This is an optimization exercise on Yosys and OpenROAD, whose aim is small area, a short achievable clock period and few clock cycles, not a production implementation.
Only simulation tests tie the RTL to the original design; equivalence was not proved.
Power and IR drop assume default switching activity.

// xyolo_lanes
module xyolo_lanes
#(
  parameter int DATA_W   = xyolo_lanes_pkg::c_DATA_W,
  parameter int N_LANES  = xyolo_lanes_pkg::c_N_LANES,
  parameter int SHIFT_W  = xyolo_lanes_pkg::c_SHIFT_W,
  parameter int CNT_W    = xyolo_lanes_pkg::c_CNT_W,
  parameter int LEAKY_SH = xyolo_lanes_pkg::c_LEAKY_SH
) (
  input  logic                      clk,
  input  logic                      rst,
  input  logic                      start,
  input  logic [CNT_W-1:0]          cfg_n_acc,
  input  logic [CNT_W-1:0]          cfg_n_out,
  input  logic [2:0]                cfg_mp_win,
  input  logic                      cfg_bias,
  input  logic                      cfg_leaky,
  input  logic                      cfg_maxpool,
  input  logic                      cfg_bypass,
  input  logic [SHIFT_W-1:0]        cfg_shift,
  input  logic                      in_valid,
  output logic                      in_ready,
  input  logic [N_LANES*DATA_W-1:0] in_pixel,
  input  logic [N_LANES*DATA_W-1:0] in_weight,
  input  logic [N_LANES*DATA_W-1:0] in_bias,
  output logic                      out_valid,
  input  logic                      out_ready,
  output logic [N_LANES*DATA_W-1:0] out_data,
  output logic                      busy,
  output logic                      done
);
Size in the first run: ~7,600 cells after synthesis, roughly 930 flip-flops, about 300 I/O pins, about 0.066 sq mm of cells after synthesis.
export LEC_CHECK = 0
export ABC_AREA = 1
export CAP_MARGIN = 20
export CORE_MARGIN = 2
export CORE_UTILIZATION = 60
export CTS_CLUSTER_DIAMETER = 120
export CTS_CLUSTER_SIZE = 24
export PLACE_DENSITY = 0.7
export SLEW_MARGIN = 20
export SYNTH_HIERARCHICAL = 1
create_clock -name core_clock -period 10.0 [get_ports {clk}]
standard.sh (not shown) runs the stock make flow with config.mk's settings and CLKGATE_MAP_FILE= SYNTH_SCRIPT=/design/flow/synth_recipe.tcl, a recipe that flattens the netlist after the stock synthesis.
==> flow/flow/run.sh <==
#!/bin/bash
# Standard synthesis unchanged, then the standard layout steps with the
# timing repair asked to leave extra setup margin (so that it sizes the
# critical paths for a period well below the 10 ns constraint) and with
# plain buffers, rather than delay cells, on the ports.
set -euo pipefail
MARGIN=$(cat flow/margin.txt)
bash standard.sh synth > synth.log 2>&1
bash standard.sh SETUP_SLACK_MARGIN=$MARGIN \
  BUFFER_PORTS_ARGS="-buffer_cell sky130_fd_sc_hd__buf_2" finish > layout.log 2>&1
==> flow/flow/margin.txt <==
6.5
The starting point finished clean.
Testbench counts at the start, summed over its fixed seeds: cycles 40,467.
Change:
--- a/flow/design.v
+++ b/flow/design.v
@@ -38,39 +38,45 @@
   input  logic               pool_first,  
   output logic [DATA_W-1:0]  result
 );
   logic [SHIFT_W-1:0] r_sh;
   logic               r_ld0, r_ld1;
   always_ff @(posedge clk) begin
     r_sh  <= cfg_shift;
     r_ld0 <= ld_beat;
     r_ld1 <= r_ld0;
   end
-  logic [15:0] r_x, r_y, r_b;
+  logic [15:0] w_y, r_x, r_b;
+  logic [7:0]  r_one, r_two, r_neg;
+  assign w_y = beat_en ? (bypass ? 16'd1 : weight) : 16'd0;
   always_ff @(posedge clk) begin
     r_x <= pixel;
-    r_y <= beat_en ? (bypass ? 16'd1 : weight) : 16'd0;
     if (ld_beat) r_b <= bias_en ? bias : 16'd0;
   end
-  logic [16:0] w_xe;
-  logic [7:0]  w_one, w_two, w_neg;
-  logic [16:0] w_r0, w_r1, w_r2, w_r3, w_r4, w_r5, w_r6, w_r7;
-  assign w_xe = {r_x[15], r_x};
   for (genvar j = 0; j < 8; j++) begin : g_enc
     logic yl, ym, yh;
-    assign yl = (j == 0) ? 1'b0 : r_y[2*j-1];
-    assign ym = r_y[2*j];
-    assign yh = r_y[2*j+1];
-    assign w_one[j] = ym ^ yl;
-    assign w_two[j] = (yh & ~ym & ~yl) | (~yh & ym & yl);
-    assign w_neg[j] = yh;
+    assign yl = (j == 0) ? 1'b0 : w_y[2*j-1];
+    assign ym = w_y[2*j];
+    assign yh = w_y[2*j+1];
+    always_ff @(posedge clk) begin
+      r_one[j] <= ym ^ yl;
+      r_two[j] <= (yh & ~ym & ~yl) | (~yh & ym & yl);
+      r_neg[j] <= yh;
+    end
   end
+  logic [16:0] w_xe;
+  logic [7:0]  w_one, w_two, w_neg;
+  logic [16:0] w_r0, w_r1, w_r2, w_r3, w_r4, w_r5, w_r6, w_r7;
+  assign w_xe  = {r_x[15], r_x};
+  assign w_one = r_one;
+  assign w_two = r_two;
+  assign w_neg = r_neg;
   assign w_r0 = ({17{w_one[0]}} & w_xe | {17{w_two[0]}} & {w_xe[15:0], 1'b0}) ^ {17{w_neg[0]}};
   assign w_r1 = ({17{w_one[1]}} & w_xe | {17{w_two[1]}} & {w_xe[15:0], 1'b0}) ^ {17{w_neg[1]}};
   assign w_r2 = ({17{w_one[2]}} & w_xe | {17{w_two[2]}} & {w_xe[15:0], 1'b0}) ^ {17{w_neg[2]}};
   assign w_r3 = ({17{w_one[3]}} & w_xe | {17{w_two[3]}} & {w_xe[15:0], 1'b0}) ^ {17{w_neg[3]}};
   assign w_r4 = ({17{w_one[4]}} & w_xe | {17{w_two[4]}} & {w_xe[15:0], 1'b0}) ^ {17{w_neg[4]}};
   assign w_r5 = ({17{w_one[5]}} & w_xe | {17{w_two[5]}} & {w_xe[15:0], 1'b0}) ^ {17{w_neg[5]}};
   assign w_r6 = ({17{w_one[6]}} & w_xe | {17{w_two[6]}} & {w_xe[15:0], 1'b0}) ^ {17{w_neg[6]}};
   assign w_r7 = ({17{w_one[7]}} & w_xe | {17{w_two[7]}} & {w_xe[15:0], 1'b0}) ^ {17{w_neg[7]}};
   wire hs0, hc0;
   xyolo_ha u_ha0 (.a(w_r0[10]), .b(w_r1[8]), .s(hs0), .co(hc0));
Power goes down by 0.99%.
Core utilization goes down by 2.1 points.
Synthesized cell count goes up by 0.94%.
Die area goes up by 1.1%.
Cell count is about the same.
First-iteration DRC count goes up by about 2.5%.
Count of clock-buffer cells in the layout goes down by 1.
Non-clock buffer count goes down by 144.
Worst hold slack is better by 0.0056 ns.
Routed wire length goes down by 2.7%.
Cell area goes down by 1.8%.
Global-route usage goes down by 0.50 points.
Clock power barely changes.
Synthesized area goes up by about 1.1%.
Testbench counts after the change, summed over its fixed seeds: cycles 40,467.

==> port drivers added, routing unchanged <==
Ports are ideal in the flow. The routed layouts listed here were re-timed in OpenROAD.
Step 1 assumes that a clkbuf_16 drives the clock port and a buf_2 every other input.
Step 2, shift: input delay + t, output delay - t, t = (earliest + latest rising clock arrival at the registers) / 2. This alone moves slack from input paths to output paths.
Three values: ideal, step 1, step 2; two values: the first two.
run | shift t [ns] | setup WS [ns] | worst setup path after step 2 | latest minus earliest clock arrival (ns) | worst data-port slew with drivers (ns)
the first run | 0.740 | 6.556 / 6.538 / 6.059 | input to register | 0.046 / 0.046 | 0.07
the second run | 0.745 | 6.539 / 6.536 / 5.849 | input to register | 0.042 / 0.042 | 0.07
After both steps every run listed still meets setup and hold. The setup slack of the second run, which loses most, moves by -0.003 ns with the drivers and by -0.690 ns with both steps.
